Context: an optimization exercise on an open-source flow, tuned for small area. The choices shown serve that exercise and are no tape-out recipe.
Where RTL was checked, it was by simulation tests only, not by an equivalence proof against the original.
Power figures rest on the tool's default switching activity, not on a simulated workload. The flow treats the clock pin as an ideal source, which a real chip does not have.

==> flow/design.v <==
package tpu_pkg;
  localparam int TPU_N      = 8;
  localparam int TPU_DATA_W = 16;
  typedef enum logic {COLLECT, FULL} gather_state_t;
endpackage
module gather_lane
#(
  parameter int N      = tpu_pkg::TPU_N,
  parameter int DATA_W = tpu_pkg::TPU_DATA_W,
  parameter int CW     = $clog2(N + 1)
) (
  input  logic                     clk,
  input  logic                     reset,
  input  logic                     zero,       
  input  logic                     take,       
  input  logic [DATA_W-1:0]        data,
  output logic                     lane_full,
  output logic                     overrun,
  output logic [N-1:0][DATA_W-1:0] elems
);
  logic [CW-1:0] cnt;
  logic          acc;
  assign acc       = take && !cnt[CW-1];
  assign overrun   = take && cnt[CW-1];
  assign lane_full = cnt[CW-1] || (acc && (cnt == CW'(N - 1)));
  always_ff @(posedge clk or posedge reset) begin
    if (reset)     cnt <= '0;
    else if (zero) cnt <= '0;
    else if (acc)  cnt <= cnt + CW'(1);
  end
  always_ff @(posedge clk) begin
    if (acc) elems <= {data, elems[N-1:1]};
  end
endmodule
module output_gather
#(
  parameter int N      = tpu_pkg::TPU_N,
  parameter int DATA_W = tpu_pkg::TPU_DATA_W
) (
  input  logic                  clk,
  input  logic                  reset,
  input  logic                  clear,
  input  logic [N-1:0]          lane_valid,
  input  logic [N*DATA_W-1:0]   lane_data,
  output logic                  in_ready,
  output logic                  mat_valid,
  input  logic                  mat_ready,
  output logic [N*N*DATA_W-1:0] c_mat,
  output logic                  err
);
  logic                             full;    
  logic                             zero;
  logic [N-1:0]                     take;
  logic [N-1:0]                     lane_full;
  logic [N-1:0]                     overrun;
  logic [N-1:0][N-1:0][DATA_W-1:0]  lane_elems;
  assign in_ready  = !full;
  assign mat_valid = full;
  assign zero      = clear || (full && mat_ready);
  assign take      = lane_valid & {N{!full && !clear}};
  gather_lane #(.N(N), .DATA_W(DATA_W)) u_lane [N-1:0] (
    .clk       (clk),
    .reset     (reset),
    .zero      (zero),
    .take      (take),
    .data      (lane_data),
    .lane_full (lane_full),
    .overrun   (overrun),
    .elems     (lane_elems)
  );
  for (genvar c = 0; c < N; c++) begin : g_col
    for (genvar r = 0; r < N; r++) begin : g_row
      assign c_mat[(r*N+c)*DATA_W +: DATA_W] = lane_elems[c][r];
    end
  end
  always_ff @(posedge clk or posedge reset) begin
    if (reset)     full <= 1'b0;
    else if (zero) full <= 1'b0;
    else if (!full && (&lane_full)) full <= 1'b1;
  end
  always_ff @(posedge clk or posedge reset) begin
    if (reset) err <= 1'b0;
    else if (!clear && ((|overrun) || ((|lane_valid) && full)))
      err <= 1'b1;
  end
endmodule
export LEC_CHECK = 0
export CAP_MARGIN = 20
export CORE_AREA = 10 10 410 410
export DIE_AREA = 0 0 420 420
export SLEW_MARGIN = 20
create_clock -name core_clock -period 5.0 [get_ports {clk}]
standard.sh (not shown) runs the stock make flow with config.mk's settings and CLKGATE_MAP_FILE= SYNTH_SCRIPT=/design/flow/synth_recipe.tcl, a recipe that flattens the netlist after the stock synthesis.
==> flow/flow/run.sh <==
#!/bin/bash
# Standard ORFS layout, with the smallest buffer on the ports and no CTS dummy loads.
set -euo pipefail
export BUFFER_PORTS_ARGS="-buffer_cell sky130_fd_sc_hd__buf_1"
export CTS_ARGS="-sink_clustering_enable -repair_clock_nets -dont_use_dummy_load -buf_list sky130_fd_sc_hd__clkbuf_16 -sink_clustering_size 30 -sink_clustering_max_diameter 60"
bash standard.sh > standard.log 2>&1
Next try:
--- a/flow/design.v
+++ b/flow/design.v
@@ -18,20 +18,22 @@
   output logic                     overrun,
   output logic [N-1:0][DATA_W-1:0] elems
 );
   logic [CW-1:0] cnt;
   logic          acc;
+  logic          keep;
   assign acc       = take && !cnt[CW-1];
   assign overrun   = take && cnt[CW-1];
   assign lane_full = cnt[CW-1] || (acc && (cnt == CW'(N - 1)));
   always_ff @(posedge clk or posedge reset) begin
     if (reset)     cnt <= '0;
     else if (zero) cnt <= '0;
     else if (acc)  cnt <= cnt + CW'(1);
   end
+  assign keep = !acc && !zero;
   always_ff @(posedge clk) begin
-    if (acc) elems <= {data, elems[N-1:1]};
+    elems <= ({data, elems[N-1:1]} & {N*DATA_W{acc}}) | (elems & {N*DATA_W{keep}});
   end
 endmodule
 module output_gather
 #(
   parameter int N      = tpu_pkg::TPU_N,
Synthesized area goes up by 6.1%.
Setup slack degrades by 0.39 ns.
Core utilization increases by 0.70 points.
Via count rose by 70%.
Clock power climbs by 9.6%.
No functional check of the RTL was part of the second run of this note.

========
Setup of alpha:
output_gather, a different RTL version from the one above (not shown whole).
For scale: ~1200 I/O pins.
==> module gather_lane, before the edit <==
module gather_lane
#(
  parameter int N      = tpu_pkg::TPU_N,
  parameter int DATA_W = tpu_pkg::TPU_DATA_W,
  parameter int CW     = $clog2(N + 1)
) (
  input  logic                     clk,
  input  logic                     reset,
  input  logic                     zero,       
  input  logic                     take,       
  input  logic [DATA_W-1:0]        data,
  output logic                     lane_full,  
  output logic                     overrun,
  output logic [N-1:0][DATA_W-1:0] elems
);
  logic [CW-1:0] cnt;
  logic          acc;
  assign acc       = take && !cnt[CW-1];
  assign overrun   = take && cnt[CW-1];
  assign lane_full = cnt[CW-1];
  always_ff @(posedge clk) begin
    if (reset || zero) cnt <= '0;
    else if (acc)      cnt <= cnt + CW'(1);
  end
  always_ff @(posedge clk) begin
    if (acc) elems <= {data, elems[N-1:1]};
  end
endmodule
clock: 5.0 ns
lec_check: 0
cap_margin: 10
core_area: 10 10 410 410
die_area: 0 0 420 420
slew_margin: 10
==> flow/flow/run.sh <==
#!/bin/bash
# Standard ORFS layout, with the smallest buffer on the ports and no CTS dummy loads.
set -euo pipefail
export BUFFER_PORTS_ARGS="-buffer_cell sky130_fd_sc_hd__buf_1"
export CTS_ARGS="-sink_clustering_enable -repair_clock_nets -dont_use_dummy_load -buf_list sky130_fd_sc_hd__clkbuf_16 -sink_clustering_size 30 -sink_clustering_max_diameter 130"
bash standard.sh > standard.log 2>&1
alpha finished end to end and its layout was clean on timing, DRC and antenna.
Edits applied to the flow inputs when going from alpha to beta:
--- a/flow/design.v
+++ b/flow/design.v
@@ -26,10 +26,18 @@
   always_ff @(posedge clk) begin
     if (reset || zero) cnt <= '0;
     else if (acc)      cnt <= cnt + CW'(1);
   end
-  always_ff @(posedge clk) begin
-    if (acc) elems <= {data, elems[N-1:1]};
+  logic [3:0] en;
+  assign en[3] = acc;
+  assign en[2] = acc && (cnt[2] || cnt[1]);
+  assign en[1] = acc && cnt[2];
+  assign en[0] = acc && cnt[2] && cnt[1];
+  for (genvar r = 0; r < N; r++) begin : g_row
+    always_ff @(posedge clk) begin
+      if (en[r / 2])
+        elems[r] <= (r == N - 1) ? data : elems[(r + 1) % N];
+    end
   end
 endmodule
 module output_gather
 #(
Taking alpha as the reference, in beta clock period minus final worst setup slack grew by 0.26 ns; multiplexer share of the synthesized area held steady; part of the total power dissipated in the clock network grew by 2.1 points; instance area at placement shrank by about 0.56%. alpha leaves more setup margin than beta. [diff] register-to-register slack, beta relative to alpha: regression. In beta, combinational share of power is lower than in alpha. Comparing beta and alpha, the lower global-route usage is on alpha.
For beta, only the layout was checked, not whether the RTL still works.

[port drivers added, routing unchanged]
No port has a modelled driver above. Below, the same layouts with a new extraction and two added sets of constraints. Step 1: set_driving_cell puts a clkbuf_16 on clk and a buf_2 on each other input, an assumption about the parent block. Step 2 times the ports against the registers' clock, not the clock port: input delays grow and output delays shrink by t, the midpoint of the rising clock arrivals with the driver on. Slacks: no drivers / after step 1 / after step 2; pairs: no drivers / after step 1.
| run | shift t [ns] | setup WS [ns] | worst register clock-pin slew, ns |
|---|---|---|---|
| the first run of note 1 | 0.711 | 2.058 / 1.987 / 1.572 | 0.10 / 0.10 |
| the second run of note 1 | 0.726 | 1.667 / 1.590 / 1.135 | 0.09 / 0.09 |
| alpha | 0.696 | 2.082 / 1.999 / 1.654 | 0.12 / 0.12 |
| beta | 0.684 | 1.823 / 1.749 / 1.399 | 0.12 / 0.12 |
After both steps setup and hold are still met in every run listed. The setup slack of the second run of note 1, which loses most, moves by -0.077 ns with the drivers and by -0.532 ns with both steps.
